From an optimization exercise on the open Yosys and OpenROAD flow, aimed at small area; shortcuts taken in it are not production practice.
In this exercise RTL edits were held to simulation tests only and were not proved equivalent to the original.
No activity file was given, so power comes from the tool's default toggle rates.

===== flow/run.sh =====
#!/bin/bash
# synth_recipe.tcl (not shown) runs the flow's synth.tcl, then flattens the netlist and writes it again
# the make line also repeats each setting of config.mk as NAME=value (left out here)
make -C /OpenROAD-flow-scripts/flow DESIGN_CONFIG=/design/flow/config.mk WORK_HOME=/design/flow/orfs CLKGATE_MAP_FILE= SYNTH_SCRIPT=/design/flow/synth_recipe.tcl finish

===== flow/config.mk =====
export PLATFORM = sky130hd
export DESIGN_NAME = sliding_window_arq_endpoint
export DESIGN_NICKNAME = sliding_window_arq_endpoint
export VERILOG_FILES = /design/flow/design.v
export SDC_FILE = /design/flow/constraint.sdc
export NUM_CORES = 4
export LEC_CHECK = 0
export CAP_MARGIN = 20
export CORE_MARGIN = 2
export CORE_UTILIZATION = 40
export SLEW_MARGIN = 20

===== flow/constraint.sdc =====
create_clock -name core_clock -period 8.0 [get_ports {clk_i}]
set_input_delay 1.6000 -clock core_clock [delete_from_list [all_inputs] [get_ports {clk_i}]]
set_output_delay 1.6000 -clock core_clock [all_outputs]
set_load 0.01 [all_outputs]

===== flow/design.v =====
`default_nettype none
package swarq_pkg;
  localparam int unsigned WindowSlotsDef = 16;
  localparam int unsigned SeqW    = 32;
  localparam int unsigned HandleW = 16;
  localparam int unsigned LenW    = 16;
  localparam int unsigned CountW  = 5;
  localparam logic [1:0] REQ_DATA = 2'd0;
  localparam logic [1:0] REQ_ACK  = 2'd1;
  localparam logic [1:0] REQ_SENT = 2'd2;
  localparam logic [1:0] KIND_DELIVER = 2'd0;
  localparam logic [1:0] KIND_ACK     = 2'd1;
  localparam logic [1:0] KIND_STATUS  = 2'd2;
endpackage
`default_nettype wire
`default_nettype none
module swarq_slot_store #(
  parameter int unsigned WindowSlots = swarq_pkg::WindowSlotsDef,
  parameter int unsigned DataW       = swarq_pkg::HandleW + swarq_pkg::LenW
) (
  input  wire               clk_i,
  input  wire               rst_ni,
  input  wire               wr_en_i,
  input  wire  [DataW-1:0]  wr_data_i,
  input  wire               clr_en_i,
  output logic              rd_valid_o,
  output logic [DataW-1:0]  rd_data_o
);
  logic [WindowSlots-1:0]            valid_q;
  logic [WindowSlots-1:0][DataW-1:0] data_q;
  always_ff @(posedge clk_i or negedge rst_ni) begin
    if (!rst_ni) begin
      valid_q <= '0;
    end else begin
      valid_q[0] <= valid_q[WindowSlots-1] & ~clr_en_i;
      valid_q[1] <= valid_q[0] | wr_en_i;
      for (int p = 2; p < WindowSlots; p++) valid_q[p] <= valid_q[p-1];
    end
  end
  always_ff @(posedge clk_i) begin
    data_q[0] <= data_q[WindowSlots-1];
    data_q[1] <= wr_en_i ? wr_data_i : data_q[0];
    for (int p = 2; p < WindowSlots; p++) data_q[p] <= data_q[p-1];
  end
  assign rd_valid_o = valid_q[WindowSlots-1];
  assign rd_data_o  = data_q[WindowSlots-1];
endmodule
`default_nettype wire
`default_nettype none
module sliding_window_arq_endpoint #(
  parameter int unsigned WindowSlots = swarq_pkg::WindowSlotsDef
) (
  input  wire                   clk_i,
  input  wire                   rst_ni,
  input  wire                   in_valid_i,
  output logic                  in_ready_o,
  input  wire  [65:0]           in_req_i,
  output logic                  out_valid_o,
  input  wire                   out_ready_i,
  output logic [79:0]           out_rsp_o
);
  localparam int unsigned SeqW  = swarq_pkg::SeqW;
  localparam int unsigned DataW = swarq_pkg::HandleW + swarq_pkg::LenW;
  localparam int unsigned IdxW  = $clog2(WindowSlots);
  localparam int unsigned CntW  = $clog2(WindowSlots + 1);
  typedef enum logic [2:0] {
    ST_IDLE,
    ST_DRAIN,
    ST_DELIVER,
    ST_ACK,
    ST_CLOSE_ACK,
    ST_STATUS
  } state_e;
  logic [1:0]       req_type;
  logic [SeqW-1:0]  req_seq;
  logic [DataW-1:0] req_data;
  logic             req_len_zero;
  assign req_type     = in_req_i[65:64];
  assign req_seq      = in_req_i[63:32];
  assign req_data     = in_req_i[31:0];
  assign req_len_zero = (in_req_i[15:0] == '0);
  state_e           state_q;
  logic [IdxW-1:0]  cnt_q;         
  logic [SeqW-1:0]  ack_q;         
  logic [SeqW-1:0]  tx_base_q;
  logic [CntW-1:0]  outst_q;
  logic             closed_q;
  logic             acc_q, lz_q, full_q;
  logic [CntW-1:0]  freed_q;
  logic [DataW-1:0] dout_q;
  logic             wr_en, clr_en;
  logic             rd_valid;
  logic [DataW-1:0] rd_data;
  swarq_slot_store #(
    .WindowSlots (WindowSlots),
    .DataW       (DataW)
  ) u_slots (
    .clk_i      (clk_i),
    .rst_ni     (rst_ni),
    .wr_en_i    (wr_en),
    .wr_data_i  (req_data),
    .clr_en_i   (clr_en),
    .rd_valid_o (rd_valid),
    .rd_data_o  (rd_data)
  );
  logic [SeqW-1:0] rx_off;
  logic            rx_win;
  assign rx_off = req_seq + ~ack_q;
  assign rx_win = (rx_off[SeqW-1:IdxW] == '0);
  logic [SeqW-1:0] tx_off;
  logic            tx_win;
  logic [CntW-1:0] off_p1, freed;
  assign tx_off = req_seq - tx_base_q;
  assign tx_win = (tx_off[SeqW-1:IdxW] == '0);
  assign off_p1 = CntW'(tx_off[IdxW-1:0]) + CntW'(1);
  assign freed  = !tx_win ? '0 : (off_p1 > outst_q) ? outst_q : off_p1;
  logic idle, take, at_head;
  assign idle    = (state_q == ST_IDLE);
  assign at_head = (cnt_q == ack_q[IdxW-1:0]);
  assign take    = idle && in_valid_i &&
                   !(req_type == swarq_pkg::REQ_DATA && rx_win && cnt_q != req_seq[IdxW-1:0]);
  assign in_ready_o = idle && !(req_type == swarq_pkg::REQ_DATA && rx_win &&
                                cnt_q != req_seq[IdxW-1:0]);
  assign wr_en  = take && req_type == swarq_pkg::REQ_DATA && rx_win;
  assign clr_en = (state_q == ST_DRAIN) && at_head && rd_valid;
  always_ff @(posedge clk_i or negedge rst_ni) begin
    if (!rst_ni) begin
      state_q   <= ST_IDLE;
      cnt_q     <= '0;
      ack_q     <= '1;
      tx_base_q <= '0;
      outst_q   <= '0;
      closed_q  <= 1'b0;
      acc_q     <= 1'b0;
      lz_q      <= 1'b0;
      full_q    <= 1'b0;
      freed_q   <= '0;
    end else begin
      cnt_q <= cnt_q + IdxW'(1);
      case (state_q)
        ST_IDLE: begin
          if (take) begin
            full_q  <= 1'b0;
            freed_q <= '0;
            acc_q   <= 1'b0;
            case (req_type)
              swarq_pkg::REQ_DATA: begin
                acc_q <= rx_win;
                lz_q  <= req_len_zero;
                if (req_len_zero) closed_q <= 1'b1;
                state_q <= ST_DRAIN;
              end
              swarq_pkg::REQ_ACK: begin
                acc_q     <= tx_win;
                freed_q   <= freed;
                tx_base_q <= tx_base_q + SeqW'(freed);
                outst_q   <= outst_q - freed;
                state_q   <= ST_STATUS;
              end
              swarq_pkg::REQ_SENT: begin
                if (outst_q[CntW-1]) full_q <= 1'b1;
                else outst_q <= outst_q + CntW'(1);
                state_q <= ST_STATUS;
              end
              default: ;
            endcase
          end
        end
        ST_DRAIN: begin
          if (at_head) begin
            if (rd_valid) begin
              ack_q   <= ack_q + SeqW'(1);
              state_q <= ST_DELIVER;
            end else begin
              state_q <= ST_ACK;
            end
          end
        end
        ST_DELIVER: if (out_ready_i) state_q <= ST_DRAIN;
        ST_ACK:     if (out_ready_i) state_q <= lz_q ? ST_CLOSE_ACK : ST_IDLE;
        default:    if (out_ready_i) state_q <= ST_IDLE;
      endcase
    end
  end
  always_ff @(posedge clk_i) begin
    if (clr_en) dout_q <= rd_data;
  end
  logic is_del, is_ack, is_status;
  assign is_del    = (state_q == ST_DELIVER);
  assign is_ack    = (state_q == ST_ACK) || (state_q == ST_CLOSE_ACK);
  assign is_status = (state_q == ST_STATUS);
  assign out_valid_o = is_del || is_ack || is_status;
  assign out_rsp_o = {
    is_status, is_ack,
    is_del ? dout_q : '0,
    is_ack ? ack_q : '0,
    acc_q,
    is_status ? freed_q : '0,
    outst_q,
    is_status & full_q,
    closed_q,
    is_status || (state_q == ST_CLOSE_ACK) || (is_ack && !lz_q)
  };
endmodule
`default_nettype wire

==> impl_metrics.tcl <==
set metrics [dict create \
    synth-seq-cells 645 \
    min_to "u_slots.data_q[397]" \
    clockPowerShare 0.419 \
    yosys-top-cells-area "dfxtp_1, dfrtp_1, ha_1" \
    unrepaired_setup_endpoints_after_global_routing "false" \
    seqPwrFrac 0.470 \
    fmax_ghz 0.136 \
    insertion_delay_ns 0.63 \
    report.power.total_mw 6.99 \
    ys_dominant_reg_cell "dfxtp_1" \
    synth_area_per_cell_um2 11.5 \
    async_reset_ff_frac 0.157 \
    nFillCells 4890 \
    drive_gt1_frac 0.104 \
    worst_setup_hold_path_clk_slew_ns 0.07 \
    worst-r2r-setup-slack_ns 2.22 \
    number_of_cells_on_the_worst_hold_path 0 \
    wire_length_per_cell_um 18.5 \
    skew_ns 0.0372 \
    floorplan.initialDensity 0.406 \
    post-synth-top-count-cell "dfxtp_1" \
    critical_path.endpoint_type "primary output" \
    ctsHoldBuffers 0 \
    pwr-share-comb 0.111 \
    die_area_um2 56600 \
    max-slew-margin-rel 0.394 \
    post_synth_inst_count 1896 \
    finalWorstPathRequiredPeriod_ns 7.37 \
    switching_share_of_power 0.239 \
    grt_first_pass_wirelength_um 80400 \
    gp_congestion 0.942 \
    cp_data_arrival_time_ns 5.77 \
    yosysWarnings 2 \
    fp.dieW_um 238 \
    synth_sequential_area_ratio 0.630 \
    total_leakage_power_nw 10.3 \
    worst_slew_pin_slew_ns 0.909 \
    fp.dieH_um 238 \
    reg2reg_from "tx_base_q[27]" \
    holdCritStartpoint "u_slots.data_q[365]" \
    grt_overflow 0 \
    status "finished clean" \
    synth_cell_type_count 91 \
    path_class "primary input to primary output" \
    yosys.area.top_type_share 0.468 \
    power.net_switching_mw 1.67 \
    final_nets 2225 \
    max-clock-path-buffers 3 \
    io_pins 152 \
    gr-usage-all-layers 0.184 \
    critPathRequiredTime_ns 6.40 \
    syn_area_um2 21900 \
    placementRows 85 \
    critical_path_peak_fanout 8 \
    ys_top_cells_by_count "dfxtp_1, nand2_1, inv_1" \
    number_of_enable_type_register_cells_in_the_synthesized_netlist 32 \
    post_cts_resized 0 \
    first_global_vias 14100 \
    start_kind "primary input" \
    holdCritPathClass "flip-flop to flip-flop" \
    h_tree_lvl_count 2 \
    antenna_left 0 \
    cells_on_worst_reg2reg_path 22 \
    mappedNetlistNets 2051 \
    multi_input_comb_area_um2 7410 \
    intPower_mw 5.32 \
    slew_viol_final 0 \
    io_buffer_count 151 \
    cts-root-buf "clkbuf_16" \
    power.density_cell_area_nw_per_um2 266 \
    drc 0 \
    max-vdd-ir-drop_v 0.000252 \
    core-area_um2 53900 \
    setup-tns-final_ns 0 \
    finalWirelength_um 52200 \
    cts_post_setup_buffers_inserted 0 \
    drt_pass1_iterations 5 \
    number_of_max_cap_violations 0 \
    grt_max_degree 73 \
    final-setup-viol-count 0 \
    drt_first_iter_violations 828 \
    cts_tree "yes" \
    dp_hpwl_um 38400 \
    dp_worst_setup_slack_ns 0.577 \
    detailroute.via_count 14100 \
    clock-sinks 645 \
    final.setup.worst_slack_ns 0.628 \
    critical_path.reg2reg.endpoint "tx_base_q[20]" \
    tritoncts.num_buffers 61 \
    antennaDiodeCount 0 \
    avgViaCountPerCell 5.02 \
    timing.final.hold_violations 0 \
    number_of_antenna_violations_at_the_first_check_in_global_routing 2 \
    register_area_um2 13800 \
    period_utilisation_layout 0.921 \
    yosysTopAreaCell "dfxtp_1" \
    area_growth_pct 20.2 \
]
-- cell type report --
class | instances | area share
inverters | 106 | 0.0151
flip-flops and latches | 645 | 0.524
well taps | 696 | 0.0331
clock inverters | 26 | 0.0116
clock buffers | 90 | 0.0696
multi-input cells | 1081 | 0.282
repair buffers | 175 | 0.0647
-- registers in the layout, summed over array words and instances, names as in the netlist --
name	flops
state_q	3
u_slots.valid_q	16
freed_q	5
dout_q	32
u_slots.data_q	512
full_q	1
cnt_q	4
lz_q	1
closed_q	1
tx_base_q	32
outst_q	5
ack_q	32
acc_q	1
-- per-stage QoR --
step	instance area (um2)	utilization	instances	hold slack, ns
after floorplan	21900	-	1896	0.310
after global placement	24200	0.448	2703	0.310
after detailed placement	24200	0.448	2703	0.312
after CTS	26300	0.488	2819	0.313
after global routing	26300	0.488	2819	0.320
final	26300	0.488	2819	0.313
-- worst max path at each step --
| stage | startpoint | to | slack (ns) | cells past startpoint |
|---|---|---|---|---|
| finish | in_req_i[48] | in_ready_o | 0.63 | 14 |
| global route | in_req_i[37] | in_ready_o | 0.38 | 15 |
| CTS | in_req_i[45] | in_ready_o | 0.68 | 15 |
| detailed placement | in_req_i[62] | tx_base_q[24] | 0.58 | 21 |
| global placement | in_req_i[48] | in_ready_o | 0.51 | 14 |
| floorplan | in_req_i[62] | tx_base_q[20] | 1.54 | 19 |
-- worst max-delay path, cell delays in order --
cell             delay, ns
clkdlybuf4s50_1       0.54
ha_1                  0.51
nand2_1               0.22
o21ai_0               0.48
a21oi_1               0.29
nand3_1               0.24
nand4bb_1             0.15
a2111oi_0             0.50
and4_1                0.27
nand4b_1              0.10
buf_4                 0.17
nand2_1               0.06
nor2_1                0.04
clkdlybuf4s50_1       0.58
-- cell families after synthesis --
| group | share of synthesized area |
|---|---|
| DFF | 0.630 |
| and+or+nand+nor | 0.128 |
| AOI/OAI and AO/OA | 0.0916 |
| buffers and inverters | 0.0322 |
| xor gates and xnor gates | 0.0404 |
| adders and majority gates | 0.0496 |
| muxes | 0.0280 |
-- layout by cell type, fill, tap and decap left out, types with 32 or more instances in the layout --
| cell | instances |
|---|---|
| a21oi_1 | 94 |
| and2_1 | 82 |
| clkbuf_16 | 65 |
| clkdlybuf4s50_1 | 150 |
| dfrtp_1 | 69 |
| dfstp_2 | 32 |
| dfxtp_1 | 512 |
| edfxtp_1 | 32 |
| ha_1 | 82 |
| inv_1 | 103 |
| mux2_2 | 37 |
| nand2_1 | 112 |
| nand3_1 | 59 |
| nand4_1 | 42 |
| nor2_1 | 80 |
| nor3_1 | 35 |
| o21ai_0 | 62 |
| xnor2_1 | 76 |
-- metal layers --
metal	routed length, um	track usage	part of all wire
met5	21	0	0.00040
met4	1530	0.0629	0.029
met3	3140	0.0374	0.060
met2	23000	0.287	0.44
met1	24500	0.254	0.47
-- power groups by stage --
stage	registers [mW]	logic [mW]	clock network (mW)
floorplan	3.34	0.421	0
global placement	3.36	0.778	0
detailed placement	3.36	0.775	0
CTS	3.29	0.782	3.01
global route	3.29	0.843	3.15
finish	3.29	0.774	2.93

-- port drivers added, routing unchanged --
The results above use ideal ports. As a check the final layout listed here was re-extracted and re-timed, cells and wires unchanged.
Step 1 (the two cells are an assumption about what drives the block):
set clk [get_ports {clk_i}]
set_driving_cell -lib_cell sky130_fd_sc_hd__clkbuf_16 $clk
set_driving_cell -lib_cell sky130_fd_sc_hd__buf_2 [delete_from_list [all_inputs] $clk]
Step 2 moves the port delays by t, midway between the first and last clock arrival at a register: inputs arrive t later, outputs are due t later. That takes back most of the time a late clock gives input paths.
Slacks: ideal ports / drivers / drivers and shift; pairs: ideal ports / drivers.
shift t [ns]: 0.663
slack for setup (ns): 0.628 / 0.602 / 0.480
hold slack, ns: 0.313 / 0.313 / 0.313
latest minus earliest clock arrival (ns): 0.038 / 0.038
pins driven straight from the clock port: 1
After both steps setup and hold are still met in this run. For this run, drivers alone change the setup slack by -0.026 ns; drivers and shift together by -0.148 ns.
